From an optimization exercise on the open Yosys and OpenROAD flow, aimed at small area, a short achievable clock period and few clock cycles per item; shortcuts taken in it are not production practice.
Function was checked by simulation only, so behaviour that the tests miss may differ from the original.

$ cat flow/design.v
package qr_pkg;
	localparam int R_LEN = 12;
	typedef logic signed [R_LEN-1:0] sample_t;
	function automatic sample_t add_sub(input sample_t x, input sample_t v, input logic d);
		logic [R_LEN:0] s;
		s = {x, 1'b1} + {(d ? v : ~v), ~d};
		add_sub = s[R_LEN:1];
	endfunction
	function automatic sample_t scale_k(input sample_t v);
		logic signed [21:0] w;
		logic signed [21:0] p;
		w = {{10{v[R_LEN-1]}}, v};
		p = (w <<< 8) + (w <<< 6) - (w <<< 3) - w;
		scale_k = p[20:9];
	endfunction
endpackage
module qr_cordic_top
#(
	parameter int ROWS     = 8,
	parameter int ITER_NUM = 12
)
(
	input  logic         clk,
	input  logic         rst,
	input  logic         en,
	input  logic [11:0]  rd_a_data,
	output logic         rd_a,
	output logic [3:0]   rd_a_addr,
	output logic         wr_r,
	output logic [3:0]   wr_r_addr,
	output logic [11:0]  wr_r_data,
	output logic         valid
);
	typedef logic signed [11:0] smp_t;
	localparam logic [3:0] PH_K = 4'd12;
	logic       busy;
	logic [3:0] slot;
	logic [3:0] ph;       
	logic [3:0] ph_d;     
	logic       wr_r11;
	logic       wr_r12;
	logic       wr_r22;
	always_ff @(posedge clk or posedge rst) begin
		if (rst) begin
			busy   <= 1'b0;
			valid  <= 1'b0;
			wr_r11 <= 1'b0;
			wr_r12 <= 1'b0;
			wr_r22 <= 1'b0;
		end else begin
			if (en) begin
				busy  <= 1'b1;
				valid <= 1'b0;
			end else if (wr_r22) begin
				busy  <= 1'b0;
				valid <= 1'b1;
			end
			wr_r11 <= busy && (slot == 4'd8) && (ph == PH_K);
			wr_r12 <= wr_r11;
			wr_r22 <= busy && (slot == 4'd10) && (ph == 4'd0);
		end
	end
	always_ff @(posedge clk) begin
		ph_d  <= ph;
		last1 <= (ph == 4'd11);
		last2 <= last1;
		if (en) begin
			slot <= '0;
			ph   <= 4'd11;
		end else if (ph == PH_K) begin
			ph   <= (slot == 4'd0) ? 4'd1 : 4'd0;
			slot <= slot + 4'd1;
		end else begin
			ph <= ph + 4'd1;
		end
	end
	assign rd_a      = busy && (slot <= 4'd7) && (ph == 4'd11 || ph == PH_K);
	assign rd_a_addr = {slot[2:0], ph[2]};
	assign wr_r      = wr_r11 | wr_r12 | wr_r22;
	assign wr_r_addr = {2'b00, wr_r22, ~wr_r11};
	smp_t x1, y1, x2, y2, x3, y3;
	logic d1;
	logic d1_q;
	logic d3;
	logic last1;
	logic last2;
	assign d1    = ~y1[11];
	assign d3    = ~y3[11];
	always_ff @(posedge clk) begin
		d1_q <= d1;
	end
	smp_t k13;
	assign k13 = qr_pkg::scale_k(last1 ? x1 : x3);
	always_ff @(posedge clk) begin
		if (last1) begin
			x1 <= (slot == 4'd0) ? (rd_a_data[11] ? -rd_a_data : rd_a_data) : k13;
			y1 <= rd_a_data;
		end else begin
			x1 <= qr_pkg::add_sub(x1, y1 >>> ph, d1);
			y1 <= qr_pkg::add_sub(y1, x1 >>> ph, ~d1);
		end
	end
	always_ff @(posedge clk) begin
		if (last2) begin
			x2 <= (slot == 4'd1) ? (d1 ? rd_a_data : -rd_a_data) : qr_pkg::scale_k(x2);
			y2 <= rd_a_data;
			x3 <= (slot == 4'd2) ? '0 : k13;
			y3 <= qr_pkg::scale_k(y2);
		end else begin
			x2 <= qr_pkg::add_sub(x2, y2 >>> ph_d, d1_q);
			y2 <= qr_pkg::add_sub(y2, x2 >>> ph_d, ~d1_q);
			x3 <= qr_pkg::add_sub(x3, y3 >>> ph_d, d3);
			y3 <= qr_pkg::add_sub(y3, x3 >>> ph_d, ~d3);
		end
	end
	assign wr_r_data = ({12{wr_r11}} & x1) | ({12{wr_r12}} & x2) | ({12{wr_r22}} & x3);
endmodule
$ cat flow/run.sh
#!/bin/bash
# synth_recipe.tcl (not shown) runs the flow's synth.tcl, then flattens the netlist and writes it again
# the make line also repeats each setting of config.mk as NAME=value (left out here)
make -C /OpenROAD-flow-scripts/flow DESIGN_CONFIG=/design/flow/config.mk WORK_HOME=/design/flow/orfs CLKGATE_MAP_FILE= SYNTH_SCRIPT=/design/flow/synth_recipe.tcl finish
$ cat flow/config.mk
export PLATFORM = sky130hd
export DESIGN_NAME = qr_cordic_top
export DESIGN_NICKNAME = qr_cordic_top
export VERILOG_FILES = /design/flow/design.v
export SDC_FILE = /design/flow/constraint.sdc
export NUM_CORES = 4
export LEC_CHECK = 0
export CAP_MARGIN = 20
export CORE_MARGIN = 2
export CORE_UTILIZATION = 40
export SLEW_MARGIN = 20
$ cat flow/constraint.sdc
create_clock -name core_clock -period 6.5 [get_ports {clk}]
set_input_delay 1.3000 -clock core_clock [delete_from_list [all_inputs] [get_ports {clk}]]
set_output_delay 1.3000 -clock core_clock [all_outputs]
set_load 0.01 [all_outputs]
==> metrics.csv, run 1 <==
stage,metric,value,unit
status,status,timing/DRC/antenna clean,
synthesis,Mapped Area,13600,um2
synthesis,most frequent cells after synthesis,"nand2_1 (164), ha_1 (154), inv_1 (149)",
sta,unrepaired setup endpoints after global routing,no,
critical_path,largest stage delay on the critical path,660,ps
final_layout,Storage cell area,1870,um2
drt,total number of vias,12400,
synthesis,Synth Instances,1733,
drt,Initial DRT Pass Iterations,7,
final_layout,Util after Layout,0.435,
synthesis,synth top area cells,"ha_1 (14%), dfxtp_1 (13%), xnor2_1 (7.6%), fa_1 (7.5%), o21ai_0 (4.6%)",
placed_design,Detailed Place HPWL,32700,um
drt,Starting DRT DRC Count,1115,
sta,Peak Freq,0.217,GHz
critical_path,cell repeated most along the worst path,ha_1,
synthesis,"EDFF count, synth",0,
clocking,Post-CTS Setup Repair Bufs,0,
sta,Period minus WS final,4620,ps
global_route,total track usage,0.239,
critical_path,Worst setup SP type,flop,
final_layout,area of the multi-input gates,10800,um2
global_route,initial antenna violation count,0,
floorplanning,core area,33400,um2
critical_path,Setup CP Type,reg -> reg,
clocking,CTS max path bufs,2,
final_layout,nets,1925,
final_layout,fill count,3400,
clocking,Num CTS Buffers,9,
critical_path,WP data arrival,4870,ps
synthesis,Synth cell types,79,
floorplanning,Initial Util,0.406,
critical_path,Crit path required time,6750,ps
hold_path,hold wc startpoint,valid$_DFFE_PP0P_,
hold_path,hold path endpoint,valid$_DFFE_PP0P_,
critical_path,Critical R2R Launch,x2[2]$_DFF_P_,
clocking,CTS tree,yes,
critical_path,critical path's slowest cell,dfxtp_1,
global_route,GRT overflow,0,
floorplanning,die width,188,um
final_layout,layout cells sized above 1,0.0497,
critical_path,Worst setup EP type,flop,
synthesis,post-synthesis average cell area,7.83,um2
synthesis,Yosys reg bits,92,
clocking,hold buffers post-CTS,0,
synthesis,Main synth FF type,dfxtp_1,
synthesis,Yosys top cell area share,0.142,
floorplanning,die height,188,um
final_layout,fin area,14500,um2
sta,Final Slew Violations,0,
drt,via-per-instance ratio,5.73,
sta,clk_skew,12.5,ps
synthesis,Synth area leader,ha_1,
job,Max-Cap Viols,0,
placed_design,IO buf count,35,
clocking,post_cts resized,0,
synthesis,most common cell in the netlist,nand2_1,
global_route,first-pass GRT wire length,66900,um
floorplanning,Ports,38,
critical_path,R2R cell count,14,
sta,final setup violation count,0,
global_route,number of global-route vias before repair,11800,
drt,wire length per cell,19.4,um
final_layout,Antenna diodes,0,
final_layout,synthesis-to-finish area growth,7.08,%
drt,Final ANT Viol Nets,0,
hold_path,Hold Crit Class,reg -> reg,
clocking,worst skew pair latency,370,ps
sta,Worst-Margin Slew,1080,ps
critical_path,R2R setup slack,1880,ps
floorplanning,die footprint,35400,um2
critical_path,critical-path maximum fanout,10,
sta,final hold viol count,0,
sta,"Period Utilization, post-route",0.711,
clocking,Clock transition at path regs,80,ps
critical_path,worst r2r dst,x2[10]$_DFF_P_,
clocking,clk sinks,92,
sta,final worst setup slack,1880,ps
global_route,largest net degree at the start of global routing,76,
synthesis,post-synthesis sequential area ratio,0.137,
synthesis,asr flop ratio synth,0.0543,
sta,Slew headroom,0.282,
placed_design,Post-DP Area,14200,um2
placed_design,pre-CTS setup slack,1910,ps
synthesis,Syn. warnings,1,
clocking,H-tree depth reported by CTS,3,
hold_path,hold path cells,2,
drt,DRC Markers,0,
floorplanning,num rows,67,
sta,Final TNS setup,0,ps
placed_design,gpl congestion,0.937,
drt,final wirelength,41800,um
critical_path,crit path cell chain,inv_1 > ha_1 > ha_1 > ha_1 > a21o_1 > a211oi_1 > a21boi_1 > a311oi_1 > a21oi_1 > a41o_1 > a31oi_1 > xor2_1 > a211oi_1 > nor3b_1,
clocking,CTS root buf,clkbuf_16,
==> placed cells by master, fill, tap and decap left out, drive strengths merged, types with 58 or more instances in the layout <==
cell type  instances
nand2            164
ha               154
inv              154
o21ai            143
nor2             126
xnor2            118
a21oi            116
dfxtp             87
xor2              60
mux2i             58
==> worst max-delay path by stage <==
stage / slack [ps] / startpoint / to
5_1_grt: 1460 / last1$_DFF_P_ / x1[10]$_DFF_P_
3_5_place_dp: 1910 / last1$_DFF_P_ / x1[11]$_DFF_P_
3_3_place_gp: 1910 / x2[2]$_DFF_P_ / x2[10]$_DFF_P_
4_1_cts: 1900 / last1$_DFF_P_ / x1[11]$_DFF_P_
6_report: 1880 / x2[2]$_DFF_P_ / x2[10]$_DFF_P_
2_1_floorplan: 2020 / last1$_DFF_P_ / x1[10]$_DFF_P_
==> registers in the layout (all words and copies together), names as in the netlist, 4 cells and up <==
name,count
x2,12
x1,12
ph,4
y1,12
ph_d,4
x3,12
y2,12
slot,4
y3,12
==> through the flow <==
step                hold slack, ps  std cells
global placement               486       2142
detailed placement             504       2142
global route                   560       2158
CTS                            526       2158
floorplan                      329       1734
finish                         518       2158
==> layout make-up <==
class | count | area share
inverters | 154 | 0.0398
well taps | 448 | 0.0386
flip-flops and latches | 92 | 0.129
repair buffers | 47 | 0.0303
clock inverters | 6 | 0.00559
multi-input cells | 1401 | 0.741
clock buffers | 10 | 0.0164
==> metal layers <==
metal  routed length (um)  up-vias  GRT usage
met5                    0        -          0
met4                 1420        0     0.0845
met3                 2510       85     0.0369
met2                18500      395      0.371
met1                19400     5832      0.335
li1                     -     6059          -
==> critical path, delay by kind of cell, from the launching register on <==
kind	cells	cell delay, ps
AO/OA/AOI/OAI	8	2000
adder cells (fa/ha/maj)	3	1000
AND/OR/NAND/NOR	1	370
buffers and inverters	1	240
XOR/XNOR	1	230
flip-flops	1	660
==> cell families (layout without fill, tap and decap cells) <==
| group | Yosys count | in the layout | synth area share |
|---|---|---|---|
| adders and majority gates | 205 | 205 | 0.217 |
| DFF | 92 | 92 | 0.137 |
| and+or+nand+nor | 453 | 453 | 0.155 |
| muxes | 91 | 91 | 0.0851 |
| AOI/OAI and AO/OA | 472 | 472 | 0.221 |
| buffers and inverters | 241 | 217 | 0.0698 |
| xor gates and xnor gates | 178 | 178 | 0.115 |
| other | 1 | 2 | 0.000276 |
Testbench counts, summed over its fixed seeds: cycles 15,504, items 128.
==> inputs of run 2 (changes only) <==
==> flow/design.v (replaced) <==
package qr_pkg;
	localparam int R_LEN = 12;
	typedef logic signed [R_LEN-1:0] sample_t;
	function automatic sample_t add_sub(input sample_t x, input sample_t v, input logic d);
		logic [R_LEN:0] s;
		s = {x, 1'b1} + {(d ? v : ~v), ~d};
		add_sub = s[R_LEN:1];
	endfunction
	function automatic sample_t scale_k(input sample_t v);
		logic signed [21:0] w;
		logic signed [21:0] p;
		w = {{10{v[R_LEN-1]}}, v};
		p = (w <<< 8) + (w <<< 6) - (w <<< 3) - w;
		scale_k = p[20:9];
	endfunction
endpackage
module qr_cordic_top
#(
	parameter int ROWS     = 8,
	parameter int ITER_NUM = 12
)
(
	input  logic         clk,
	input  logic         rst,
	input  logic         en,
	input  logic [11:0]  rd_a_data,
	output logic         rd_a,
	output logic [3:0]   rd_a_addr,
	output logic         wr_r,
	output logic [3:0]   wr_r_addr,
	output logic [11:0]  wr_r_data,
	output logic         valid
);
	typedef logic signed [11:0] smp_t;
	logic        busy;
	logic [3:0]  slot;
	logic [12:0] ph;      
	logic [12:0] ph_d;    
	logic       wr_r11;
	logic       wr_r12;
	logic       wr_r22;
	always_ff @(posedge clk or posedge rst) begin
		if (rst) begin
			busy   <= 1'b0;
			valid  <= 1'b0;
			wr_r11 <= 1'b0;
			wr_r12 <= 1'b0;
			wr_r22 <= 1'b0;
		end else begin
			if (en) begin
				busy  <= 1'b1;
				valid <= 1'b0;
			end else if (wr_r22) begin
				busy  <= 1'b0;
				valid <= 1'b1;
			end
			wr_r11 <= busy && (slot == 4'd8) && ph[12];
			wr_r12 <= wr_r11;
			wr_r22 <= busy && (slot == 4'd10) && ph[0];
		end
	end
	always_ff @(posedge clk) begin
		ph_d <= ph;
		if (en) begin
			slot <= '0;
			ph   <= 13'd1 << 11;
		end else begin
			ph <= {ph[11:0], ph[12]};
			if (ph[12]) begin
				slot <= slot + 4'd1;
			end
		end
	end
	assign rd_a      = busy && (slot <= 4'd7) && (ph[11] || ph[12]);
	assign rd_a_addr = {slot[2:0], ph[12]};
	assign wr_r      = wr_r11 | wr_r12 | wr_r22;
	assign wr_r_addr = {2'b00, wr_r22, ~wr_r11};
	smp_t x1, y1, x2, y2, x3, y3;
	logic d1;
	logic d1_q;
	logic d3;
	logic last1;
	logic last2;
	assign last1 = ph[12];
	assign last2 = ph_d[12];
	function automatic smp_t shr(input smp_t v, input logic [12:0] p);
		smp_t t;
		shr = '0;
		for (int i = 0; i < 12; i++) begin
			t   = v >>> i;
			shr = shr | ({12{p[i]}} & t);
		end
	endfunction
	assign d1    = ~y1[11];
	assign d3    = ~y3[11];
	always_ff @(posedge clk) begin
		d1_q <= d1;
	end
	smp_t k13;
	assign k13 = qr_pkg::scale_k(last1 ? x1 : x3);
	always_ff @(posedge clk) begin
		if (last1) begin
			x1 <= (slot == 4'd0) ? '0 : k13;
			y1 <= rd_a_data;
		end else begin
			x1 <= qr_pkg::add_sub(x1, shr(y1, ph), d1);
			y1 <= qr_pkg::add_sub(y1, shr(x1, ph), ~d1);
		end
	end
	always_ff @(posedge clk) begin
		if (last2) begin
			x2 <= (slot == 4'd1) ? '0 : qr_pkg::scale_k(x2);
			y2 <= rd_a_data;
			x3 <= (slot == 4'd2) ? '0 : k13;
			y3 <= qr_pkg::scale_k(y2);
		end else begin
			x2 <= qr_pkg::add_sub(x2, shr(y2, ph_d), d1_q);
			y2 <= qr_pkg::add_sub(y2, shr(x2, ph_d), ~d1_q);
			x3 <= qr_pkg::add_sub(x3, shr(y3, ph_d), d3);
			y3 <= qr_pkg::add_sub(y3, shr(x3, ph_d), ~d3);
		end
	end
	assign wr_r_data = ({12{wr_r11}} & x1) | ({12{wr_r12}} & x2) | ({12{wr_r22}} & x3);
endmodule
--- a/flow/config.mk
+++ b/flow/config.mk
@@ -8,4 +8,5 @@
 export CAP_MARGIN = 20
 export CORE_MARGIN = 2
 export CORE_UTILIZATION = 40
+export SETUP_SLACK_MARGIN = 2.5
 export SLEW_MARGIN = 20
==> metrics.csv, run 2 <==
stage,metric,value,unit,change
status,status,timing/DRC/antenna clean,,unchanged
floorplanning,die width,187,um,was 188 um
drt,via-per-instance ratio,6.21,,was 5.73
final_layout,synthesis-to-finish area growth,10.1,%,was 7.08%
global_route,initial antenna violation count,0,,unchanged
floorplanning,die height,187,um,was 188 um
critical_path,Worst setup SP type,flop,,unchanged
drt,DRC Markers,0,,unchanged
synthesis,Yosys reg bits,108,,was 92
sta,unrepaired setup endpoints after global routing,yes,,was no
synthesis,most common cell in the netlist,ha_1,,was nand2_1
sta,Hold WS,446,ps,was 518 ps
floorplanning,num rows,66,,was 67
critical_path,WP data arrival,4120,ps,was 4870 ps
synthesis,Synth area leader,dfxtp_1,,was ha_1
sta,final setup violation count,0,,unchanged
final_layout,Largest regs,"ph: 13 flops, ph_d: 13 flops",,
floorplanning,die footprint,34800,um2,"was 35,400 um2"
drt,Initial DRT Pass Iterations,10,,was 7
synthesis,Yosys top cell area share,0.155,,was 0.142
final_layout,Antenna diodes,0,,unchanged
final_layout,layout cells sized above 1,0.101,,was 0.0497
placed_design,Detailed Place HPWL,31000,um,"was 32,700 um"
final_layout,fill count,3328,,"was 3,400"
floorplanning,core area,32700,um2,"was 33,400 um2"
sta,"Period Utilization, post-route",0.598,,was 0.711
clocking,H-tree depth reported by CTS,3,,unchanged
synthesis,asr flop ratio synth,0.0463,,was 0.0543
critical_path,Critical R2R Launch,ph_d[6]$_DFF_P_,,was x2[2]$_DFF_P_
sta,Period minus WS final,3890,ps,was 4620 ps
synthesis,Syn. warnings,1,,unchanged
global_route,total track usage,0.239,,about the same
drt,final wirelength,42500,um,"was 41,800 um"
floorplanning,Initial Util,0.408,,was 0.406
critical_path,CP Launch Point,ph_d[6]$_DFF_P_,,was x2[2]$_DFF_P_
synthesis,most frequent cells after synthesis,"ha_1 (156), inv_1 (107), a22oi_1 (104)",,"was nand2_1 (164), ha_1 (154), inv_1 (149)"
sta,clk_skew,12.3,ps,was 12.5 ps
clocking,Num CTS Buffers,9,,unchanged
synthesis,Synth cell types,72,,was 79
hold_path,hold wc startpoint,ph[9]$_SDFF_PP0_,,was valid$_DFFE_PP0P_
global_route,GRT overflow,0,,unchanged
critical_path,Setup CP Type,reg -> reg,,unchanged
sta,Final Slew Violations,0,,unchanged
critical_path,Worst setup EP type,flop,,unchanged
sta,Peak Freq,0.257,GHz,was 0.217 GHz
final_layout,nets,1809,,"was 1,925"
global_route,first-pass GRT wire length,67500,um,"was 66,900 um"
placed_design,IO buf count,35,,unchanged
global_route,largest net degree at the start of global routing,63,,was 76
clocking,clk sinks,108,,was 92
drt,Starting DRT DRC Count,1760,,"was 1,115"
final_layout,"commonest non-fill, non-tap cell in the layout",ha_1,,was nand2_1
sta,Final TNS setup,0,ps,unchanged
synthesis,Main synth FF type,dfxtp_1,,unchanged
critical_path,critical-path maximum fanout,21,,was 10
final_layout,most frequent cells in the layout,"ha_1 (152), a22oi_1 (104), inv_1 (99)",,"was nand2_1 (164), ha_1 (154), inv_1 (149)"
clocking,Clock transition at path regs,80,ps,about the same
sta,Worst-Margin Slew,947,ps,was 1080 ps
synthesis,Synth Instances,1627,,"was 1,733"
final_layout,Util after Layout,0.449,,was 0.435
clocking,CTS max path bufs,2,,unchanged
clocking,worst skew pair latency,370,ps,about the same
floorplanning,Ports,38,,unchanged
drt,total number of vias,12600,,"was 12,400"
placed_design,gpl congestion,0.928,,was 0.937
clocking,CTS root buf,clkbuf_16,,unchanged
sta,final hold viol count,0,,unchanged
job,Max-Cap Viols,0,,unchanged
global_route,number of global-route vias before repair,12000,,"was 11,800"
drt,Final ANT Viol Nets,0,,unchanged
synthesis,post-synthesis average cell area,8.20,um2,was 7.83 um2
hold_path,Hold Crit Class,reg -> reg,,unchanged
critical_path,R2R cell count,11,,was 14
drt,wire length per cell,20.9,um,was 19.4 um
hold_path,hold path cells,0,,was 2
synthesis,Mapped Area,13300,um2,"was 13,600 um2"
synthesis,synth top area cells,"dfxtp_1 (15%), ha_1 (15%), fa_1 (7.7%), a22oi_1 (5.9%), xnor2_1 (5.4%)",,"was ha_1 (14%), dfxtp_1 (13%), xnor2_1 (7.6%), fa_1 (7.5%), o21ai_0 (4.6%)"
synthesis,post-synthesis sequential area ratio,0.164,,was 0.137
critical_path,Crit path required time,6730,ps,was 6750 ps
synthesis,"EDFF count, synth",0,,unchanged
clocking,CTS tree,yes,,unchanged
sta,Slew headroom,0.366,,was 0.282
==> run 2: kinds of logic after synthesis <==
logic type,synth area share
other,0.000281
buffers and inverters,0.0689
AOI/OAI and AO/OA,0.285
muxes,0.0257
xor gates and xnor gates,0.0958
and+or+nand+nor,0.137
DFF,0.164
adders and majority gates,0.223
==> run 2: final timing paths <==
path,endpoint,slack [ps]
min in group asynchronous,wr_r11$_DFF_PP0_,1130
max in group asynchronous,wr_r22$_DFF_PP0_,5190
min reg2reg,ph_d[9]$_DFF_P_,450
max,y2[11]$_DFF_P_,2610
max reg2reg,y2[11]$_DFF_P_,2610
min,ph_d[9]$_DFF_P_,450
==> run 2: critical path, cell delays in order (launching register included) <==
cell      delay [ps]
dfxtp_2          480
or3_1            490
or3_4            410
nand2b_1         280
a222oi_1         670
xnor2_1          130
ha_1             230
or3_1            350
a311o_1          280
a31oi_1          200
xnor2_1          130
o21ai_0           80
==> run 2: per-stage QoR <==
stage	setup slack [ps]	instances	instance area, um2
5_1_grt	2420	2032	14700
4_1_cts	2500	2022	14400
3_5_place_dp	2060	1998	14000
3_3_place_gp	2200	1998	14000
6_report	2610	2032	14700
2_1_floorplan	2510	1628	13400
==> run 2: repair_timing <==
item,CTS,global route
hold buffers,0,0
resized for setup,27,56
cloned,0,0
pin swaps,0,10
setup endpoints to repair,31,26
setup buffers,10,10
==> run 2: cell type report <==
type | count | area (um2) | area share
clock buffer | 11 | 253 | 0.0172
sequential | 108 | 2240 | 0.152
multi-input combinational | 1285 | 10500 | 0.715
tap | 442 | 553 | 0.0377
timing repair buffer | 76 | 682 | 0.0464
inverter | 107 | 409 | 0.0279
clock inverter | 3 | 46.3 | 0.00315
==> run 2: routing by layer <==
layer  wire [um]  vias up  track usage
met5           0        -            0
met3        2920      105       0.0322
li1            -     5953            -
met1       19000     6009        0.330
met2       19100      560        0.377
met4        1580        0       0.0962
Testbench counts of run 2, summed over its fixed seeds: cycles 15,632, items 128.
==> inputs of run 3 (changes only) <==
--- a/flow/design.v
+++ b/flow/design.v
@@ -59,8 +59,8 @@
 			wr_r22 <= busy && (slot == 4'd10) && ph[0];
 		end
 	end
+	assign ph_d = {ph[0], ph[12:1]};
 	always_ff @(posedge clk) begin
-		ph_d <= ph;
 		if (en) begin
 			slot <= '0;
 			ph   <= 13'd1 << 11;
==> metrics.csv, run 3 <==
stage,metric,value,unit,change
status,status,timing/DRC/antenna clean,,unchanged
synthesis,Main synth FF type,dfxtp_1,,unchanged
placed_design,Detailed Place HPWL,30900,um,"was 31,000 um"
critical_path,Worst setup SP type,flop,,unchanged
global_route,GRT overflow,0,,unchanged
sta,Worst-Margin Slew,844,ps,was 947 ps
hold_path,Hold Crit Class,reg -> reg,,unchanged
placed_design,Post-DP Area,13700,um2,"was 14,000 um2"
synthesis,Synth Instances,1621,,"was 1,627"
floorplanning,die width,185,um,was 187 um
sta,unrepaired setup endpoints after global routing,yes,,unchanged
critical_path,number of cells on the critical path,16,,was 11
critical_path,Worst Path Buf+Inv,3,,was 0
global_route,initial antenna violation count,1,,was 0
placed_design,gpl congestion,0.911,,was 0.928
floorplanning,Initial Util,0.404,,was 0.408
sta,Period minus WS final,3900,ps,was 3890 ps
final_layout,Reg with most FFs,ph,,
critical_path,cell family with most CP delay,adder cells,,was simple AND/OR/NAND/NOR gates
sta,final hold viol count,0,,unchanged
synthesis,post-synthesis average cell area,8.08,um2,was 8.20 um2
synthesis,Synth cell types,86,,was 72
sta,Peak Freq,0.257,GHz,about the same
synthesis,synth top area cells,"ha_1 (15%), dfxtp_1 (14%), fa_1 (7.8%), xnor2_1 (6.7%), a22oi_1 (6.7%)",,"was dfxtp_1 (15%), ha_1 (15%), fa_1 (7.7%), a22oi_1 (5.9%), xnor2_1 (5.4%)"
sta,Final Slew Violations,0,,unchanged
critical_path,R2R cell count,16,,was 11
clocking,worst skew pair latency,370,ps,about the same
final_layout,most frequent cells in the layout,"ha_1 (154), a22oi_1 (116), nand2_1 (114)",,"was ha_1 (152), a22oi_1 (104), inv_1 (99)"
floorplanning,core area,32400,um2,"was 32,700 um2"
drt,final wirelength,42400,um,"was 42,500 um"
synthesis,asr flop ratio synth,0.0526,,was 0.0463
clocking,hold buffers post-CTS,0,,unchanged
global_route,number of global-route vias before repair,11900,,"was 12,000"
final_layout,nets,1815,,"was 1,809"
drt,Initial DRT Pass Iterations,10,,unchanged
final_layout,"commonest non-fill, non-tap cell in the layout",ha_1,,unchanged
final_layout,fin area,14500,um2,"was 14,700 um2"
synthesis,Yosys reg bits,95,,was 108
floorplanning,die footprint,34200,um2,"was 34,800 um2"
final_layout,fill count,3225,,"was 3,328"
synthesis,"EDFF count, synth",0,,unchanged
drt,DRC Markers,0,,unchanged
critical_path,R2R setup slack,2600,ps,was 2610 ps
sta,clk_skew,12.6,ps,was 12.3 ps
synthesis,most common cell in the netlist,ha_1,,unchanged
job,Max-Cap Viols,0,,unchanged
critical_path,WP data arrival,4130,ps,was 4120 ps
global_route,first-pass GRT wire length,66500,um,"was 67,500 um"
sta,Slew headroom,0.435,,was 0.366
final_layout,Storage cell area,2010,um2,was 2240 um2
placed_design,pre-CTS setup slack,2020,ps,was 2060 ps
floorplanning,die height,185,um,was 187 um
clocking,clk sinks,95,,was 108
global_route,largest net degree at the start of global routing,50,,was 63
drt,wire length per cell,20.8,um,was 20.9 um
sta,Hold WS,508,ps,was 446 ps
critical_path,Setup CP Type,reg -> reg,,unchanged
drt,via-per-instance ratio,6.12,,was 6.21
critical_path,crit path cell chain,buf_6 > mux2i_4 > fa_1 > inv_2 > fa_1 > inv_2 > ha_4 > a211o_1 > nor2_1 > o311a_1 > o21ai_1 > nand2b_1 > a21oi_2 > o41ai_2 > xnor2_1 > o22ai_1,,was or3_1 > or3_4 > nand2b_1 > a222oi_1 > xnor2_1 > ha_1 > or3_1 > a311o_1 > a31oi_1 > xnor2_1 > o21ai_0
synthesis,Yosys top cell area share,0.149,,was 0.155
drt,total number of vias,12500,,"was 12,600"
synthesis,Synth area leader,ha_1,,was dfxtp_1
synthesis,Mapped Area,13100,um2,"was 13,300 um2"
critical_path,Critical R2R Launch,ph[12]$_SDFF_PP0_,,was ph_d[6]$_DFF_P_
global_route,total track usage,0.247,,was 0.239
sta,Final TNS setup,0,ps,unchanged
final_layout,area of the multi-input gates,10400,um2,"was 10,500 um2"
drt,Final ANT Viol Nets,0,,unchanged
final_layout,synthesis-to-finish area growth,10.4,%,was 10.1%
clocking,Num CTS Buffers,9,,unchanged
critical_path,Worst setup EP type,flop,,unchanged
final_layout,layout cells sized above 1,0.103,,was 0.101
synthesis,Syn. warnings,1,,unchanged
critical_path,Crit path required time,6730,ps,about the same
clocking,Clock transition at path regs,90,ps,was 80 ps
sta,"Period Utilization, post-route",0.600,,was 0.598
critical_path,critical path's slowest cell,fa_1,,was a222oi_1
critical_path,CP Launch Point,ph[12]$_SDFF_PP0_,,was ph_d[6]$_DFF_P_
clocking,CTS max path bufs,2,,unchanged
sta,final setup violation count,0,,unchanged
critical_path,critical-path maximum fanout,7,,was 21
clocking,CTS root buf,clkbuf_16,,unchanged
final_layout,max reg flops,13,,
floorplanning,num rows,66,,unchanged
critical_path,largest stage delay on the critical path,570,ps,was 670 ps
critical_path,CP Capture Point,x3[9]$_DFF_P_,,was y2[11]$_DFF_P_
sta,final worst setup slack,2600,ps,was 2610 ps
synthesis,post-synthesis sequential area ratio,0.147,,was 0.164
clocking,H-tree depth reported by CTS,3,,unchanged
placed_design,IO buf count,35,,unchanged
synthesis,most frequent cells after synthesis,"ha_1 (156), a22oi_1 (116), nand2_1 (114)",,"was ha_1 (156), inv_1 (107), a22oi_1 (104)"
critical_path,worst r2r dst,x3[9]$_DFF_P_,,was y2[11]$_DFF_P_
drt,Starting DRT DRC Count,1707,,"was 1,760"
floorplanning,Ports,38,,unchanged
clocking,CTS tree,yes,,unchanged
[run 3: worst min path at each step]
stage,end,from,cells after the start
after global routing,busy$_DFFE_PP0P_,busy$_DFFE_PP0P_,1
final,valid$_DFFE_PP0P_,valid$_DFFE_PP0P_,2
after global placement,busy$_DFFE_PP0P_,busy$_DFFE_PP0P_,1
after CTS,valid$_DFFE_PP0P_,valid$_DFFE_PP0P_,2
after detailed placement,valid$_DFFE_PP0P_,valid$_DFFE_PP0P_,2
after floorplan,wr_r12$_DFF_PP0_,wr_r11$_DFF_PP0_,0
[run 3: timing repair]
action | 4_1_cts | 5_1_grt
gates resized for setup | 32 | 52
buffers inserted | 5 | 27
setup endpoints to repair | 38 | 27
pin swaps | 1 | 14
[run 3: logic make-up (layout without fill, tap and decap cells)]
logic type | count (synthesis) | in the layout | synth area share
compound gates | 549 | 549 | 0.297
simple gates | 362 | 362 | 0.140
buf+inv | 237 | 213 | 0.0720
fa+ha+maj | 207 | 207 | 0.227
xor+xnor | 147 | 147 | 0.0983
flops | 95 | 95 | 0.147
mux | 23 | 23 | 0.0183
other cells | 1 | 3 | 0.000286
[run 3: final cells by class]
cell class,instances,share of cell area
antenna,1,0.000173
clock buffer,9,0.0156
clock inverter,7,0.00519
inverter,111,0.0299
multi-input combinational,1290,0.720
sequential,95,0.139
tap,442,0.0383
timing repair buffer,86,0.0523
[run 3: per-layer routing]
layer | track usage | wire, um
met1 | 0.333 | 18500
met2 | 0.407 | 20000
met3 | 0.0348 | 2920
met4 | 0.0781 | 1050
met5 | 0 | 0
[run 3: per-stage QoR]
step,cells,utilization
finish,2041,0.447
global route,2040,0.446
CTS,2013,0.435
detailed placement,1992,0.422
global placement,1992,0.422
floorplan,1622,-
[run 3: worst min-delay path, cell delays in order (launching register included)]
cell and delay, ps:
dfrtp_1 360, nor2_1 50, nor2_1 70
Testbench counts of run 3, summed over its fixed seeds: cycles 15,632, items 128.
==> inputs of run 4 (changes only) <==
--- a/flow/design.v
+++ b/flow/design.v
@@ -36,6 +36,7 @@
 	logic [3:0]  slot;
 	logic [12:0] ph;      
 	logic [12:0] ph_d;    
+	logic [12:0] ph_d3;   
 	logic       wr_r11;
 	logic       wr_r12;
 	logic       wr_r22;
@@ -56,10 +57,11 @@
 			end
 			wr_r11 <= busy && (slot == 4'd8) && ph[12];
 			wr_r12 <= wr_r11;
-			wr_r22 <= busy && (slot == 4'd10) && ph[0];
+			wr_r22 <= busy && (slot == 4'd10) && ph[2];
 		end
 	end
-	assign ph_d = {ph[0], ph[12:1]};
+	assign ph_d  = {ph[0], ph[12:1]};
+	assign ph_d3 = {ph[2:0], ph[12:3]};
 	always_ff @(posedge clk) begin
 		if (en) begin
 			slot <= '0;
@@ -76,13 +78,18 @@
 	assign wr_r      = wr_r11 | wr_r12 | wr_r22;
 	assign wr_r_addr = {2'b00, wr_r22, ~wr_r11};
 	smp_t x1, y1, x2, y2, x3, y3;
+	smp_t resid;
 	logic d1;
 	logic d1_q;
 	logic d3;
-	logic last1;
-	logic last2;
+	logic last1;    
+	logic last2;    
+	logic last3;    
+	logic last4;    
 	assign last1 = ph[12];
-	assign last2 = ph_d[12];
+	assign last2 = ph[0];
+	assign last3 = ph[1];
+	assign last4 = ph[2];
 	function automatic smp_t shr(input smp_t v, input logic [12:0] p);
 		smp_t t;
 		shr = '0;
@@ -91,16 +98,18 @@
 			shr = shr | ({12{p[i]}} & t);
 		end
 	endfunction
-	assign d1    = ~y1[11];
-	assign d3    = ~y3[11];
+	assign d1 = ~y1[11];
+	assign d3 = ~y3[11];
 	always_ff @(posedge clk) begin
 		d1_q <= d1;
 	end
-	smp_t k13;
-	assign k13 = qr_pkg::scale_k(last1 ? x1 : x3);
+	smp_t k_in;
+	smp_t k_out;
+	assign k_in  = ({12{last1}} & x1) | ({12{last2}} & x2) | ({12{last3}} & resid) | ({12{last4}} & x3);
+	assign k_out = qr_pkg::scale_k(k_in);
 	always_ff @(posedge clk) begin
 		if (last1) begin
-			x1 <= (slot == 4'd0) ? '0 : k13;
+			x1 <= (slot == 4'd0) ? '0 : k_out;
 			y1 <= rd_a_data;
 		end else begin
 			x1 <= qr_pkg::add_sub(x1, shr(y1, ph), d1);
@@ -108,16 +117,25 @@
 		end
 	end
 	always_ff @(posedge clk) begin
+		resid <= y2;
 		if (last2) begin
-			x2 <= (slot == 4'd1) ? '0 : qr_pkg::scale_k(x2);
+			x2 <= (slot == 4'd1) ? '0 : k_out;
 			y2 <= rd_a_data;
-			x3 <= (slot == 4'd2) ? '0 : k13;
-			y3 <= qr_pkg::scale_k(y2);
 		end else begin
 			x2 <= qr_pkg::add_sub(x2, shr(y2, ph_d), d1_q);
 			y2 <= qr_pkg::add_sub(y2, shr(x2, ph_d), ~d1_q);
-			x3 <= qr_pkg::add_sub(x3, shr(y3, ph_d), d3);
-			y3 <= qr_pkg::add_sub(y3, shr(x3, ph_d), ~d3);
+		end
+	end
+	always_ff @(posedge clk) begin
+		if (last4) begin
+			x3 <= (slot == 4'd2) ? '0 : k_out;
+		end else begin
+			x3 <= qr_pkg::add_sub(x3, shr(y3, ph_d3), d3);
+		end
+		if (last3) begin
+			y3 <= k_out;
+		end else begin
+			y3 <= qr_pkg::add_sub(y3, shr(x3, ph_d3), ~d3);
 		end
 	end
 	assign wr_r_data = ({12{wr_r11}} & x1) | ({12{wr_r12}} & x2) | ({12{wr_r22}} & x3);
--- a/flow/config.mk
+++ b/flow/config.mk
@@ -8,5 +8,5 @@
 export CAP_MARGIN = 20
 export CORE_MARGIN = 2
 export CORE_UTILIZATION = 40
-export SETUP_SLACK_MARGIN = 2.5
+export SETUP_SLACK_MARGIN = 2.7
 export SLEW_MARGIN = 20
==> metrics.csv, run 4 <==
stage,metric,value,unit,change
synthesis,Yosys reg bits,107,,was 95
final_layout,synthesis-to-finish area growth,17.5,%,was 10.4%
sta,Period minus WS final,3950,ps,was 3900 ps
critical_path,Critical R2R Launch,x1[4]$_DFF_P_,,was ph[12]$_SDFF_PP0_
floorplanning,die height,174,um,was 185 um
final_layout,nets,1599,,"was 1,815"
hold_path,Hold Crit Class,reg -> reg,,unchanged
sta,final setup violation count,0,,unchanged
drt,Final ANT Viol Nets,0,,unchanged
global_route,total track usage,0.281,,was 0.247
synthesis,Synth area leader,dfxtp_1,,was ha_1
clocking,clk sinks,107,,was 95
job,Max-Cap Viols,0,,unchanged
global_route,largest net degree at the start of global routing,54,,was 50
global_route,GRT overflow,0,,unchanged
drt,via-per-instance ratio,6.64,,was 6.12
sta,Worst-Margin Slew,1120,ps,was 844 ps
critical_path,cell repeated most along the worst path,ha_1,,
final_layout,fill count,2762,,"was 3,225"
drt,total number of vias,12300,,"was 12,500"
floorplanning,Initial Util,0.405,,was 0.404
clocking,Clock transition at path regs,80,ps,was 90 ps
clocking,worst skew pair latency,380,ps,was 370 ps
synthesis,post-synthesis average cell area,7.88,um2,was 8.08 um2
floorplanning,core area,28600,um2,"was 32,400 um2"
synthesis,post-synthesis sequential area ratio,0.187,,was 0.147
final_layout,max reg flops,13,,unchanged
global_route,first-pass GRT wire length,67000,um,"was 66,500 um"
placed_design,gpl congestion,0.908,,was 0.911
sta,clk_skew,8.32,ps,was 12.6 ps
sta,final hold viol count,0,,unchanged
drt,DRC Markers,0,,unchanged
synthesis,Syn. warnings,1,,unchanged
clocking,CTS tree,yes,,unchanged
status,status,timing/DRC/antenna clean,,unchanged
sta,unrepaired setup endpoints after global routing,yes,,unchanged
final_layout,Antenna diodes,0,,was 1
critical_path,Worst Path Buf+Inv,2,,was 3
sta,Final Slew Violations,0,,unchanged
synthesis,most frequent cells after synthesis,"a22oi_1 (133), nand2_1 (117), ha_1 (105)",,"was ha_1 (156), a22oi_1 (116), nand2_1 (114)"
critical_path,largest stage delay on the critical path,630,ps,was 570 ps
placed_design,Detailed Place HPWL,29500,um,"was 30,900 um"
clocking,H-tree depth reported by CTS,3,,unchanged
clocking,CTS max path bufs,2,,unchanged
critical_path,CP Launch Point,x1[4]$_DFF_P_,,was ph[12]$_SDFF_PP0_
clocking,CTS root buf,clkbuf_16,,unchanged
sta,"Period Utilization, post-route",0.607,,was 0.600
critical_path,cell family with most CP delay,compound AO/OA/AOI/OAI gates,,was adder cells
clocking,hold buffers post-CTS,0,,unchanged
synthesis,synth top area cells,"dfxtp_1 (18%), ha_1 (11%), a22oi_1 (8.6%), xnor2_1 (7.6%), nand2_1 (3.8%)",,"was ha_1 (15%), dfxtp_1 (14%), fa_1 (7.8%), xnor2_1 (6.7%), a22oi_1 (6.7%)"
synthesis,Yosys top cell area share,0.176,,was 0.149
floorplanning,Ports,38,,unchanged
critical_path,Setup CP Type,reg -> reg,,unchanged
drt,Initial DRT Pass Iterations,9,,was 10
global_route,initial antenna violation count,0,,was 1
sta,Final TNS setup,0,ps,unchanged
critical_path,CP Capture Point,x2[10]$_DFF_P_,,was x3[9]$_DFF_P_
critical_path,critical-path maximum fanout,8,,was 7
final_layout,most frequent cells in the layout,"a22oi_1 (122), nand2_1 (109), xnor2_1 (96), ha_1 (96), o21ai_0 (74)",,"was ha_1 (154), a22oi_1 (116), nand2_1 (114)"
critical_path,R2R cell count,15,,was 16
critical_path,Worst setup SP type,flop,,unchanged
sta,Slew headroom,0.251,,was 0.435
final_layout,Util after Layout,0.476,,was 0.447
critical_path,worst r2r dst,x2[10]$_DFF_P_,,was x3[9]$_DFF_P_
final_layout,Reg with most FFs,ph,,unchanged
synthesis,Main synth FF type,dfxtp_1,,unchanged
synthesis,Synth cell types,79,,was 86
critical_path,WP data arrival,4180,ps,was 4130 ps
drt,final wirelength,44400,um,"was 42,400 um"
synthesis,"EDFF count, synth",0,,unchanged
critical_path,crit path cell chain,a22oi_1 > nand2_2 > inv_1 > ha_1 > ha_1 > ha_1 > o21a_1 > o21ai_1 > nand2b_1 > and4_1 > a221o_2 > a31o_4 > a221oi_4 > buf_6 > o22ai_1,,was buf_6 > mux2i_4 > fa_1 > inv_2 > fa_1 > inv_2 > ha_4 > a211o_1 > nor2_1 > o311a_1 > o21ai_1 > nand2b_1 > a21oi_2 > o41ai_2 > xnor2_1 > o22ai_1
floorplanning,num rows,62,,was 66
floorplanning,die width,174,um,was 185 um
placed_design,IO buf count,35,,unchanged
drt,wire length per cell,24.0,um,was 20.8 um
sta,Hold WS,470,ps,was 508 ps
synthesis,most common cell in the netlist,a22oi_1,,was ha_1
sta,Peak Freq,0.253,GHz,was 0.257 GHz
critical_path,critical path's slowest cell,dfxtp_1,,was fa_1
final_layout,layout cells sized above 1,0.172,,was 0.103
clocking,Num CTS Buffers,9,,unchanged
synthesis,Mapped Area,11600,um2,"was 13,100 um2"
drt,Starting DRT DRC Count,2170,,"was 1,707"
global_route,number of global-route vias before repair,11400,,"was 11,900"
synthesis,Synth Instances,1471,,"was 1,621"
critical_path,Crit path required time,6740,ps,was 6730 ps
critical_path,number of cells on the critical path,15,,was 16
floorplanning,die footprint,30300,um2,"was 34,200 um2"
synthesis,asr flop ratio synth,0.0467,,was 0.0526
final_layout,"commonest non-fill, non-tap cell in the layout",a22oi_1,,was ha_1
critical_path,Worst setup EP type,flop,,unchanged
critical_path,R2R setup slack,2550,ps,was 2600 ps
==> run 4: cell types whose count changed after synthesis, sizes merged, moves of 8 or more <==
cell	delta
a21o	-8
a21oi	-26
a221oi	+9
a22oi	+17
buf	+11
dfxtp	+12
fa	-34
ha	-51
inv	-40
nand4	+9
xor2	-26
==> run 4: cells by family (layout without fill, tap and decap cells) <==
group	count (synthesis)	count (layout)	share of synthesized area
AO/OA/AOI/OAI	536	536	0.337
AND/OR/NAND/NOR	367	367	0.158
buffers and inverters	202	197	0.0704
adder cells (fa/ha/maj)	122	122	0.143
XOR/XNOR	121	121	0.0915
flip-flops	107	107	0.187
multiplexers	15	15	0.0132
other	1	2	0.000324
==> run 4: worst min path at each step <==
stage                             start  slack [ps]  cells past startpoint          endpoint
after floorplan           y2[8]$_DFF_P_         350                      0  resid[8]$_DFF_P_
after global routing      y2[1]$_DFF_P_         480                      0  resid[1]$_DFF_P_
final                     y2[1]$_DFF_P_         470                      0  resid[1]$_DFF_P_
after CTS                 y2[1]$_DFF_P_         470                      0  resid[1]$_DFF_P_
after detailed placement  y2[1]$_DFF_P_         450                      0  resid[1]$_DFF_P_
after global placement    y2[1]$_DFF_P_         450                      0  resid[1]$_DFF_P_
==> run 4: layer usage <==
metal  GRT usage  wire length (um)  part of all wire  vias to the layer above
li1            -                 -                 -                     5565
met1       0.376             18300              0.41                     5802
met2       0.432             19500              0.44                      774
met3      0.0527              4430              0.10                      158
met4       0.139              2170             0.049                        0
met5           0                 0                 0                        -
==> run 4: cell type report <==
cell class / instances / area, um2 / area share
Multi-Input combinational cell: 1163 / 9230 / 0.678
Sequential cell: 107 / 2230 / 0.164
Timing Repair Buffer: 110 / 1090 / 0.0800
Tap cell: 384 / 480 / 0.0353
Inverter: 71 / 280 / 0.0206
Clock buffer: 12 / 246 / 0.0181
Clock inverter: 4 / 55.1 / 0.00404
==> run 4: per-stage QoR <==
step                setup WS [ps]  cell area, um2  cells
floorplan                    2510           11800   1472
global placement             1850           12100   1779
detailed placement           1790           12100   1779
CTS                          2590           13200   1832
global route                 2440           13600   1851
finish                       2550           13600   1851
==> run 4: what timing repair did <==
action / in CTS / in global routing
gates resized for setup: 107 / 58
setup buffers: 34 / 19
pin swaps: 27 / 37
setup endpoints to repair: 52 / 52
cloned: 3 / 0
Testbench counts of run 4, summed over its fixed seeds: cycles 15,888, items 128.
==> inputs of run 5 (changes only) <==
--- a/flow/config.mk
+++ b/flow/config.mk
@@ -8,5 +8,5 @@
 export CAP_MARGIN = 20
 export CORE_MARGIN = 2
 export CORE_UTILIZATION = 40
-export SETUP_SLACK_MARGIN = 2.7
+export SETUP_SLACK_MARGIN = 2.5
 export SLEW_MARGIN = 20
==> metrics.csv, run 5 <==
stage,metric,value,unit,change
status,status,timing/DRC/antenna clean,,unchanged
synthesis,post-synthesis average cell area,7.88,um2,unchanged
sta,unrepaired setup endpoints after global routing,yes,,unchanged
clocking,clk sinks,107,,unchanged
clocking,H-tree depth reported by CTS,3,,unchanged
final_layout,Storage cell area,2240,um2,was 2230 um2
drt,via-per-instance ratio,6.65,,was 6.64
sta,Slew headroom,0.213,,was 0.251
floorplanning,die width,174,um,unchanged
synthesis,Main synth FF type,dfxtp_1,,unchanged
placed_design,Detailed Place HPWL,30300,um,"was 29,500 um"
synthesis,Syn. warnings,1,,unchanged
drt,Starting DRT DRC Count,2077,,"was 2,170"
floorplanning,Ports,38,,unchanged
hold_path,Hold Crit Class,reg -> reg,,unchanged
sta,Final Slew Violations,0,,unchanged
sta,Peak Freq,0.247,GHz,was 0.253 GHz
clocking,Clock transition at path regs,80,ps,about the same
sta,final hold viol count,0,,unchanged
floorplanning,die height,174,um,unchanged
critical_path,Worst setup EP type,flop,,unchanged
drt,Initial DRT Pass Iterations,9,,unchanged
drt,wire length per cell,24.0,um,about the same
final_layout,synthesis-to-finish area growth,15.8,%,was 17.5%
global_route,largest net degree at the start of global routing,61,,was 54
final_layout,Antenna diodes,0,,unchanged
floorplanning,core area,28600,um2,unchanged
critical_path,Setup CP Type,reg -> reg,,unchanged
drt,total number of vias,12300,,about the same
drt,Final ANT Viol Nets,0,,unchanged
critical_path,Worst setup SP type,flop,,unchanged
synthesis,Synth area leader,dfxtp_1,,unchanged
synthesis,Synth Instances,1471,,unchanged
final_layout,layout cells sized above 1,0.164,,was 0.172
drt,DRC Markers,0,,unchanged
hold_path,hold wc startpoint,y2[0]$_DFF_P_,,was y2[1]$_DFF_P_
global_route,total track usage,0.281,,about the same
synthesis,synth top area cells,"dfxtp_1 (18%), ha_1 (11%), a22oi_1 (8.6%), xnor2_1 (7.6%), nand2_1 (3.8%)",,unchanged
clocking,CTS root buf,clkbuf_16,,unchanged
critical_path,R2R cell count,17,,was 15
hold_path,hold path cells,0,,unchanged
synthesis,"EDFF count, synth",0,,unchanged
sta,Period minus WS final,4060,ps,was 3950 ps
synthesis,most common cell in the netlist,a22oi_1,,unchanged
sta,Hold WS,424,ps,was 470 ps
final_layout,fill count,2781,,"was 2,762"
final_layout,Util after Layout,0.469,,was 0.476
synthesis,Mapped Area,11600,um2,unchanged
sta,"Period Utilization, post-route",0.624,,was 0.607
drt,final wirelength,44400,um,about the same
clocking,Num CTS Buffers,9,,unchanged
clocking,CTS tree,yes,,unchanged
floorplanning,die footprint,30300,um2,unchanged
final_layout,most frequent cells in the layout,"a22oi_1 (123), nand2_1 (109), xnor2_1 (97), ha_1 (97), o21ai_0 (74)",,"was a22oi_1 (122), nand2_1 (109), xnor2_1 (96), ha_1 (96), o21ai_0 (74)"
synthesis,post-synthesis sequential area ratio,0.187,,unchanged
global_route,initial antenna violation count,0,,unchanged
sta,Final TNS setup,0,ps,unchanged
sta,Worst-Margin Slew,1170,ps,was 1120 ps
floorplanning,num rows,62,,unchanged
synthesis,Synth cell types,79,,unchanged
placed_design,IO buf count,35,,unchanged
critical_path,R2R setup slack,2440,ps,was 2550 ps
global_route,first-pass GRT wire length,67100,um,"was 67,000 um"
critical_path,worst r2r dst,x2[11]$_DFF_P_,,was x2[10]$_DFF_P_
sta,clk_skew,13.2,ps,was 8.32 ps
critical_path,WP data arrival,4330,ps,was 4180 ps
synthesis,Yosys reg bits,107,,unchanged
clocking,CTS max path bufs,2,,unchanged
synthesis,Yosys top cell area share,0.176,,unchanged
global_route,number of global-route vias before repair,11500,,"was 11,400"
floorplanning,Initial Util,0.405,,unchanged
placed_design,gpl congestion,0.929,,was 0.908
global_route,GRT overflow,0,,unchanged
critical_path,critical-path maximum fanout,6,,was 8
final_layout,nets,1600,,"was 1,599"
final_layout,Reg with most FFs,ph,,unchanged
critical_path,Critical R2R Launch,ph[12]$_SDFF_PP0_,,was x1[4]$_DFF_P_
synthesis,asr flop ratio synth,0.0467,,unchanged
final_layout,max reg flops,13,,unchanged
critical_path,CP Launch Point,ph[12]$_SDFF_PP0_,,was x1[4]$_DFF_P_
clocking,hold buffers post-CTS,0,,unchanged
synthesis,most frequent cells after synthesis,"a22oi_1 (133), nand2_1 (117), ha_1 (105)",,unchanged
critical_path,Crit path required time,6770,ps,was 6740 ps
final_layout,area of the multi-input gates,9060,um2,was 9230 um2
sta,final setup violation count,0,,unchanged
final_layout,"commonest non-fill, non-tap cell in the layout",a22oi_1,,unchanged
hold_path,hold path endpoint,resid[0]$_DFF_P_,,was resid[1]$_DFF_P_
clocking,worst skew pair latency,380,ps,about the same
job,Max-Cap Viols,0,,unchanged
-- run 5: cell counts after synthesis --
Identical to the previous run, type by type.
-- run 5: cells by family after synthesis --
family                   synth area share
flip-flops                          0.187
multiplexers                       0.0132
AND/OR/NAND/NOR                     0.158
XOR/XNOR                           0.0915
buffers and inverters              0.0704
other                            0.000324
AO/OA/AOI/OAI                       0.337
adder cells (fa/ha/maj)             0.143
-- run 5: worst max path at each step --
stage	to	slack (ps)
after global routing	x2[11]$_DFF_P_	2380
after CTS	x1[11]$_DFF_P_	2500
final	x2[11]$_DFF_P_	2440
after floorplan	x1[10]$_DFF_P_	2510
after global placement	x3[7]$_DFF_P_	1790
after detailed placement	x3[7]$_DFF_P_	1690
-- run 5: timing repair --
action,CTS,global route
pin swaps,10,30
buffers inserted,21,34
endpoints found under the setup margin,49,51
resized for setup,72,89
cloned,0,1
-- run 5: final cells by class --
type	count	area share
multi-input cells	1163	0.675
flip-flops and latches	107	0.167
repair buffers	111	0.0791
well taps	384	0.0358
inverters	71	0.0210
clock buffers	10	0.0178
clock inverters	6	0.00438
-- run 5: critical path, stage by stage, from the launching register on --
cell      delay (ps)
dfxtp_4          380
a22o_1           250
a221oi_4         260
buf_4            180
inv_2             30
fa_1             570
ha_4             220
ha_4             280
nand4_1          170
nor2_1           120
and4_1           240
o22ai_2           80
buf_6            150
buf_6            110
o31ai_4          300
a31o_4           300
o22ai_2           90
a211o_1          240
-- run 5: metal layers --
metal | GRT usage | part of all wire | vias to the layer above
met5 | 0 | 0 | -
met4 | 0.124 | 0.039 | 0
met3 | 0.0507 | 0.10 | 122
met2 | 0.419 | 0.44 | 712
met1 | 0.393 | 0.42 | 5915
li1 | - | - | 5561
-- run 5: metrics by stage --
| stage | instances | worst slack [ps] | cell area [um2] |
|---|---|---|---|
| 2_1_floorplan | 1472 | 2510 | 11700 |
| 3_3_place_gp | 1780 | 1790 | 12100 |
| 3_5_place_dp | 1780 | 1690 | 12100 |
| 4_1_cts | 1817 | 2500 | 12800 |
| 5_1_grt | 1852 | 2380 | 13400 |
| 6_report | 1852 | 2440 | 13400 |
==> inputs of run 6 (changes only) <==
--- a/flow/design.v
+++ b/flow/design.v
@@ -6,12 +6,41 @@
 		s = {x, 1'b1} + {(d ? v : ~v), ~d};
 		add_sub = s[R_LEN:1];
 	endfunction
-	function automatic sample_t scale_k(input sample_t v);
-		logic signed [21:0] w;
-		logic signed [21:0] p;
+	typedef logic [2*R_LEN+2:0] kpart_t;
+	function automatic kpart_t scale_k_p1(input sample_t v, input logic dneg, input logic dnz);
+		logic [21:0] w;
+		logic [21:0] k;
+		logic [21:0] a, b, f, g;
+		logic [21:0] s1, c1, s2, c2, s3, c3;
+		logic [9:0]  lo;
 		w = {{10{v[R_LEN-1]}}, v};
-		p = (w <<< 8) + (w <<< 6) - (w <<< 3) - w;
-		scale_k = p[20:9];
+		k = dnz ? (dneg ? -22'sd309 : 22'sd313) : 22'sd2;
+		a = w << 8;
+		b = w << 6;
+		f = ~(w << 3);
+		g = ~w;
+		s1 = a ^ b ^ f;
+		c1 = ((a & b) | (a & f) | (b & f)) << 1;
+		s2 = s1 ^ c1 ^ g;
+		c2 = ((s1 & c1) | (s1 & g) | (c1 & g)) << 1;
+		s3 = s2 ^ c2 ^ k;
+		c3 = ((s2 & c2) | (s2 & k) | (c2 & k)) << 1;
+		lo = {1'b0, s3[8:0]} + {1'b0, c3[8:0]};
+		scale_k_p1 = {s3[20:9], c3[20:9], lo[9],
+		              dnz & ~dneg & (v == 12'sh7ff), dnz & dneg & (v == 12'sh800)};
+	endfunction
+	function automatic sample_t scale_k_p2(input kpart_t p);
+		logic [R_LEN:0] t;
+		sample_t r;
+		t = {p[26:15], 1'b1} + {p[14:3], p[2]};
+		r = t[R_LEN:1];
+		if (p[1]) begin
+			scale_k_p2 = {11'h592, r[0]};
+		end else if (p[0]) begin
+			scale_k_p2 = {11'h26d, r[0]};
+		end else begin
+			scale_k_p2 = r;
+		end
 	endfunction
 endpackage
 module qr_cordic_top
@@ -78,7 +107,6 @@
 	assign wr_r      = wr_r11 | wr_r12 | wr_r22;
 	assign wr_r_addr = {2'b00, wr_r22, ~wr_r11};
 	smp_t x1, y1, x2, y2, x3, y3;
-	smp_t resid;
 	logic d1;
 	logic d1_q;
 	logic d3;
@@ -103,10 +131,18 @@
 	always_ff @(posedge clk) begin
 		d1_q <= d1;
 	end
-	smp_t k_in;
-	smp_t k_out;
-	assign k_in  = ({12{last1}} & x1) | ({12{last2}} & x2) | ({12{last3}} & resid) | ({12{last4}} & x3);
-	assign k_out = qr_pkg::scale_k(k_in);
+	smp_t            k_in;
+	logic            k_nz;
+	logic            k_neg;
+	qr_pkg::kpart_t  k_part;
+	smp_t            k_out;
+	assign k_in  = ({12{ph[11]}} & x1) | ({12{ph[12]}} & x2) | ({12{ph[0]}} & y2) | ({12{ph[1]}} & x3);
+	assign k_nz  = (ph[11] & y1[11]) | (ph[12] & y2[11]) | (ph[1] & y3[11]);
+	assign k_neg = ph[12] & d1_q;
+	always_ff @(posedge clk) begin
+		k_part <= qr_pkg::scale_k_p1(k_in, k_neg, k_nz);
+	end
+	assign k_out = qr_pkg::scale_k_p2(k_part);
 	always_ff @(posedge clk) begin
 		if (last1) begin
 			x1 <= (slot == 4'd0) ? '0 : k_out;
@@ -117,7 +153,6 @@
 		end
 	end
 	always_ff @(posedge clk) begin
-		resid <= y2;
 		if (last2) begin
 			x2 <= (slot == 4'd1) ? '0 : k_out;
 			y2 <= rd_a_data;
==> metrics.csv, run 6 <==
stage,metric,value,unit,change
status,status,timing/DRC/antenna clean,,unchanged
sta,Final Slew Violations,0,,unchanged
floorplanning,Ports,38,,unchanged
drt,wire length per cell,23.3,um,was 24.0 um
critical_path,Worst setup EP type,flop,,unchanged
sta,clk_skew,13.7,ps,was 13.2 ps
final_layout,Antenna diodes,0,,unchanged
sta,"Period Utilization, post-route",0.595,,was 0.624
floorplanning,die height,180,um,was 174 um
clocking,hold buffers post-CTS,0,,unchanged
critical_path,WP data arrival,4190,ps,was 4330 ps
sta,Worst-Margin Slew,1100,ps,was 1170 ps
final_layout,layout cells sized above 1,0.0735,,was 0.164
placed_design,pre-CTS setup slack,2390,ps,was 1690 ps
final_layout,synthesis-to-finish area growth,10.0,%,was 15.8%
clocking,clk sinks,122,,was 107
synthesis,"EDFF count, synth",0,,unchanged
synthesis,Syn. warnings,1,,unchanged
synthesis,asr flop ratio synth,0.0410,,was 0.0467
drt,Initial DRT Pass Iterations,11,,was 9
synthesis,Main synth FF type,dfxtp_1,,unchanged
drt,Starting DRT DRC Count,1922,,"was 2,077"
critical_path,Setup CP Type,reg -> reg,,unchanged
synthesis,Synth area leader,dfxtp_1,,unchanged
global_route,initial antenna violation count,0,,unchanged
final_layout,Reg with most FFs,k_part,,was ph
sta,Slew headroom,0.267,,was 0.213
drt,via-per-instance ratio,6.53,,was 6.65
critical_path,Worst setup SP type,flop,,unchanged
clocking,CTS tree,yes,,unchanged
clocking,Clock transition at path regs,60,ps,was 80 ps
floorplanning,core area,30600,um2,"was 28,600 um2"
sta,Period minus WS final,3860,ps,was 4060 ps
final_layout,nets,1659,,"was 1,600"
clocking,CTS root buf,clkbuf_16,,unchanged
synthesis,Yosys reg bits,122,,was 107
sta,final hold viol count,0,,unchanged
sta,unrepaired setup endpoints after global routing,yes,,unchanged
final_layout,fill count,3097,,"was 2,781"
drt,DRC Markers,0,,unchanged
hold_path,Hold Crit Class,reg -> reg,,unchanged
clocking,H-tree depth reported by CTS,4,,was 3
placed_design,gpl congestion,0.947,,was 0.929
final_layout,max reg flops,27,,was 13
sta,final worst setup slack,2640,ps,was 2440 ps
final_layout,"commonest non-fill, non-tap cell in the layout",nand2_1,,was a22oi_1
critical_path,critical-path maximum fanout,18,,was 6
synthesis,Mapped Area,12400,um2,"was 11,600 um2"
clocking,Num CTS Buffers,17,,was 9
global_route,total track usage,0.271,,was 0.281
placed_design,IO buf count,35,,unchanged
sta,Final TNS setup,0,ps,unchanged
synthesis,Yosys top cell area share,0.188,,was 0.176
floorplanning,num rows,64,,was 62
sta,Peak Freq,0.259,GHz,was 0.247 GHz
clocking,worst skew pair latency,440,ps,was 380 ps
global_route,largest net degree at the start of global routing,57,,was 61
synthesis,most common cell in the netlist,nand2_1,,was a22oi_1
drt,total number of vias,12500,,"was 12,300"
drt,final wirelength,44400,um,about the same
global_route,GRT overflow,0,,unchanged
job,Max-Cap Viols,0,,unchanged
floorplanning,Initial Util,0.407,,was 0.405
synthesis,post-synthesis sequential area ratio,0.198,,was 0.187
synthesis,most frequent cells after synthesis,"nand2_1 (140), a22oi_1 (124), dfxtp_1 (117)",,"was a22oi_1 (133), nand2_1 (117), ha_1 (105)"
synthesis,Synth cell types,83,,was 79
final_layout,Largest regs,"k_part: 27 flops, ph: 13 flops",,
global_route,first-pass GRT wire length,70300,um,"was 67,100 um"
sta,final setup violation count,0,,unchanged
synthesis,synth top area cells,"dfxtp_1 (19%), ha_1 (11%), a22oi_1 (7.5%), xnor2_1 (5.7%), fa_1 (5.6%)",,"was dfxtp_1 (18%), ha_1 (11%), a22oi_1 (8.6%), xnor2_1 (7.6%), nand2_1 (3.8%)"
drt,Final ANT Viol Nets,0,,unchanged
global_route,number of global-route vias before repair,12000,,"was 11,500"
placed_design,Detailed Place HPWL,32100,um,"was 30,300 um"
clocking,CTS max path bufs,2,,unchanged
floorplanning,die footprint,32500,um2,"was 30,300 um2"
final_layout,most frequent cells in the layout,"nand2_1 (139), a22oi_1 (124), ha_1 (111)",,"was a22oi_1 (123), nand2_1 (109), xnor2_1 (97), ha_1 (97), o21ai_0 (74)"
floorplanning,die width,180,um,was 174 um
critical_path,Crit path required time,6830,ps,was 6770 ps
synthesis,post-synthesis average cell area,8.02,um2,was 7.88 um2
synthesis,Synth Instances,1550,,"was 1,471"
run 6: cell types whose count changed after synthesis, sizes merged, moves of 15 or more:
| cell | delta |
|---|---|
| dfxtp | +15 |
| fa | +18 |
| a21oi | +21 |
| xor2 | +17 |
| xnor2 | -18 |
| nand3 | +15 |
| nand2 | +23 |
run 6: cell type report:
| class | instances | area [um2] | share of cell area |
|---|---|---|---|
| Multi-Input combinational cell | 1214 | 9220 | 0.674 |
| Clock inverter | 9 | 113 | 0.00823 |
| Inverter | 84 | 320 | 0.0234 |
| Clock buffer | 23 | 488 | 0.0357 |
| Tap cell | 396 | 495 | 0.0362 |
| Timing Repair Buffer | 59 | 549 | 0.0401 |
| Sequential cell | 122 | 2490 | 0.182 |
run 6: per-stage QoR:
stage	cell area, um2	instances	utilization	hold slack (ps)
floorplan	12400	1551	-	423
detailed placement	13000	1873	0.423	504
finish	13700	1907	0.447	512
global route	13700	1907	0.447	529
CTS	13600	1905	0.444	513
global placement	12900	1872	0.423	478
run 6: critical path, stage by stage, from the launching register on:
cell and delay, ps:
dfxtp_2 410, buf_4 230, a22o_1 220, a221oi_1 850, ha_1 410, ha_1 280
inv_1 50, fa_1 490, inv_1 40, ha_1 300, a21oi_1 130, a21oi_1 80
a211o_1 260
run 6: repair_timing:
item / in CTS / in global routing
endpoints found under the setup margin: 4 / 20
pin swaps: 0 / 2
gates resized for setup: 6 / 27
buffers inserted: 0 / 2
endpoints found under the hold margin: 0 / 0
run 6: logic make-up (layout without fill, tap and decap cells):
family,after synthesis,after routing,synth area share
and+or+nand+nor,397,397,0.160
DFF,122,122,0.198
buffers and inverters,215,175,0.0682
muxes,20,20,0.0164
adders and majority gates,146,146,0.168
xor gates and xnor gates,120,120,0.0851
other,1,2,0.000302
AOI/OAI and AO/OA,529,529,0.303
run 6: path summary, 6_finish.rpt:
| check | end | cells past startpoint | slack [ps] | from |
|---|---|---|---|---|
| max | k_part[2]$_DFF_P_ | 12 | 2640 | ph[11]$_SDFF_PP1_ |
| min | valid$_DFFE_PP0P_ | 2 | 510 | valid$_DFFE_PP0P_ |
| max reg2reg | k_part[2]$_DFF_P_ | 12 | 2640 | ph[11]$_SDFF_PP1_ |
| min reg2reg | valid$_DFFE_PP0P_ | 2 | 510 | valid$_DFFE_PP0P_ |
| max in group asynchronous | busy$_DFFE_PP0P_ | 2 | 5270 | rst |
| min in group asynchronous | wr_r22$_DFF_PP0_ | 2 | 1050 | rst |
run 6: routing by layer:
layer	part of all wire	GRT usage	vias up
li1	-	-	5704
met1	0.41	0.356	5910
met2	0.44	0.425	696
met3	0.095	0.0564	141
met4	0.052	0.127	0
met5	0	0	-
Testbench counts of run 6, summed over its fixed seeds: cycles 15,888, items 128.

-- afterwards: timing with drivers on the ports --
The results above use ideal ports. As a check the final layouts listed here were re-extracted and re-timed, cells and wires unchanged.
Step 1 (the two cells are an assumption about what drives the block):
set clk [get_ports {clk}]
set_driving_cell -lib_cell sky130_fd_sc_hd__clkbuf_16 $clk
set_driving_cell -lib_cell sky130_fd_sc_hd__buf_2 [delete_from_list [all_inputs] $clk]
Step 2, shift: input delay + t, output delay - t, t = (earliest + latest rising clock arrival at the registers) / 2. This alone moves slack from input paths to output paths.
Slacks: no drivers / after step 1 / after step 2; pairs: no drivers / after step 1.
run | t (ns) | setup slack, ns | hold WS [ns] | worst setup path after step 2 | worst data-port slew with drivers (ns)
run 1 | 0.417 | 1.881 / 1.881 / 1.850 | 0.518 / 0.518 / 0.518 | input to register | 0.04
run 2 | 0.416 | 2.613 / 2.613 / 2.613 | 0.446 / 0.446 / 0.446 | register to register | 0.03
run 3 | 0.414 | 2.602 / 2.602 / 2.602 | 0.508 / 0.508 / 0.508 | register to register | 0.04
run 4 | 0.422 | 2.553 / 2.553 / 2.553 | 0.470 / 0.470 / 0.470 | register to register | 0.04
run 5 | 0.424 | 2.444 / 2.444 / 2.444 | 0.424 / 0.424 / 0.424 | register to register | 0.04
run 6 | 0.482 | 2.635 / 2.635 / 2.635 | 0.512 / 0.512 / 0.512 | register to register | 0.04
After both steps every run listed still meets setup and hold. The setup slack of run 1, which loses most, moves by 0.000 ns with the drivers and by -0.031 ns with both steps.
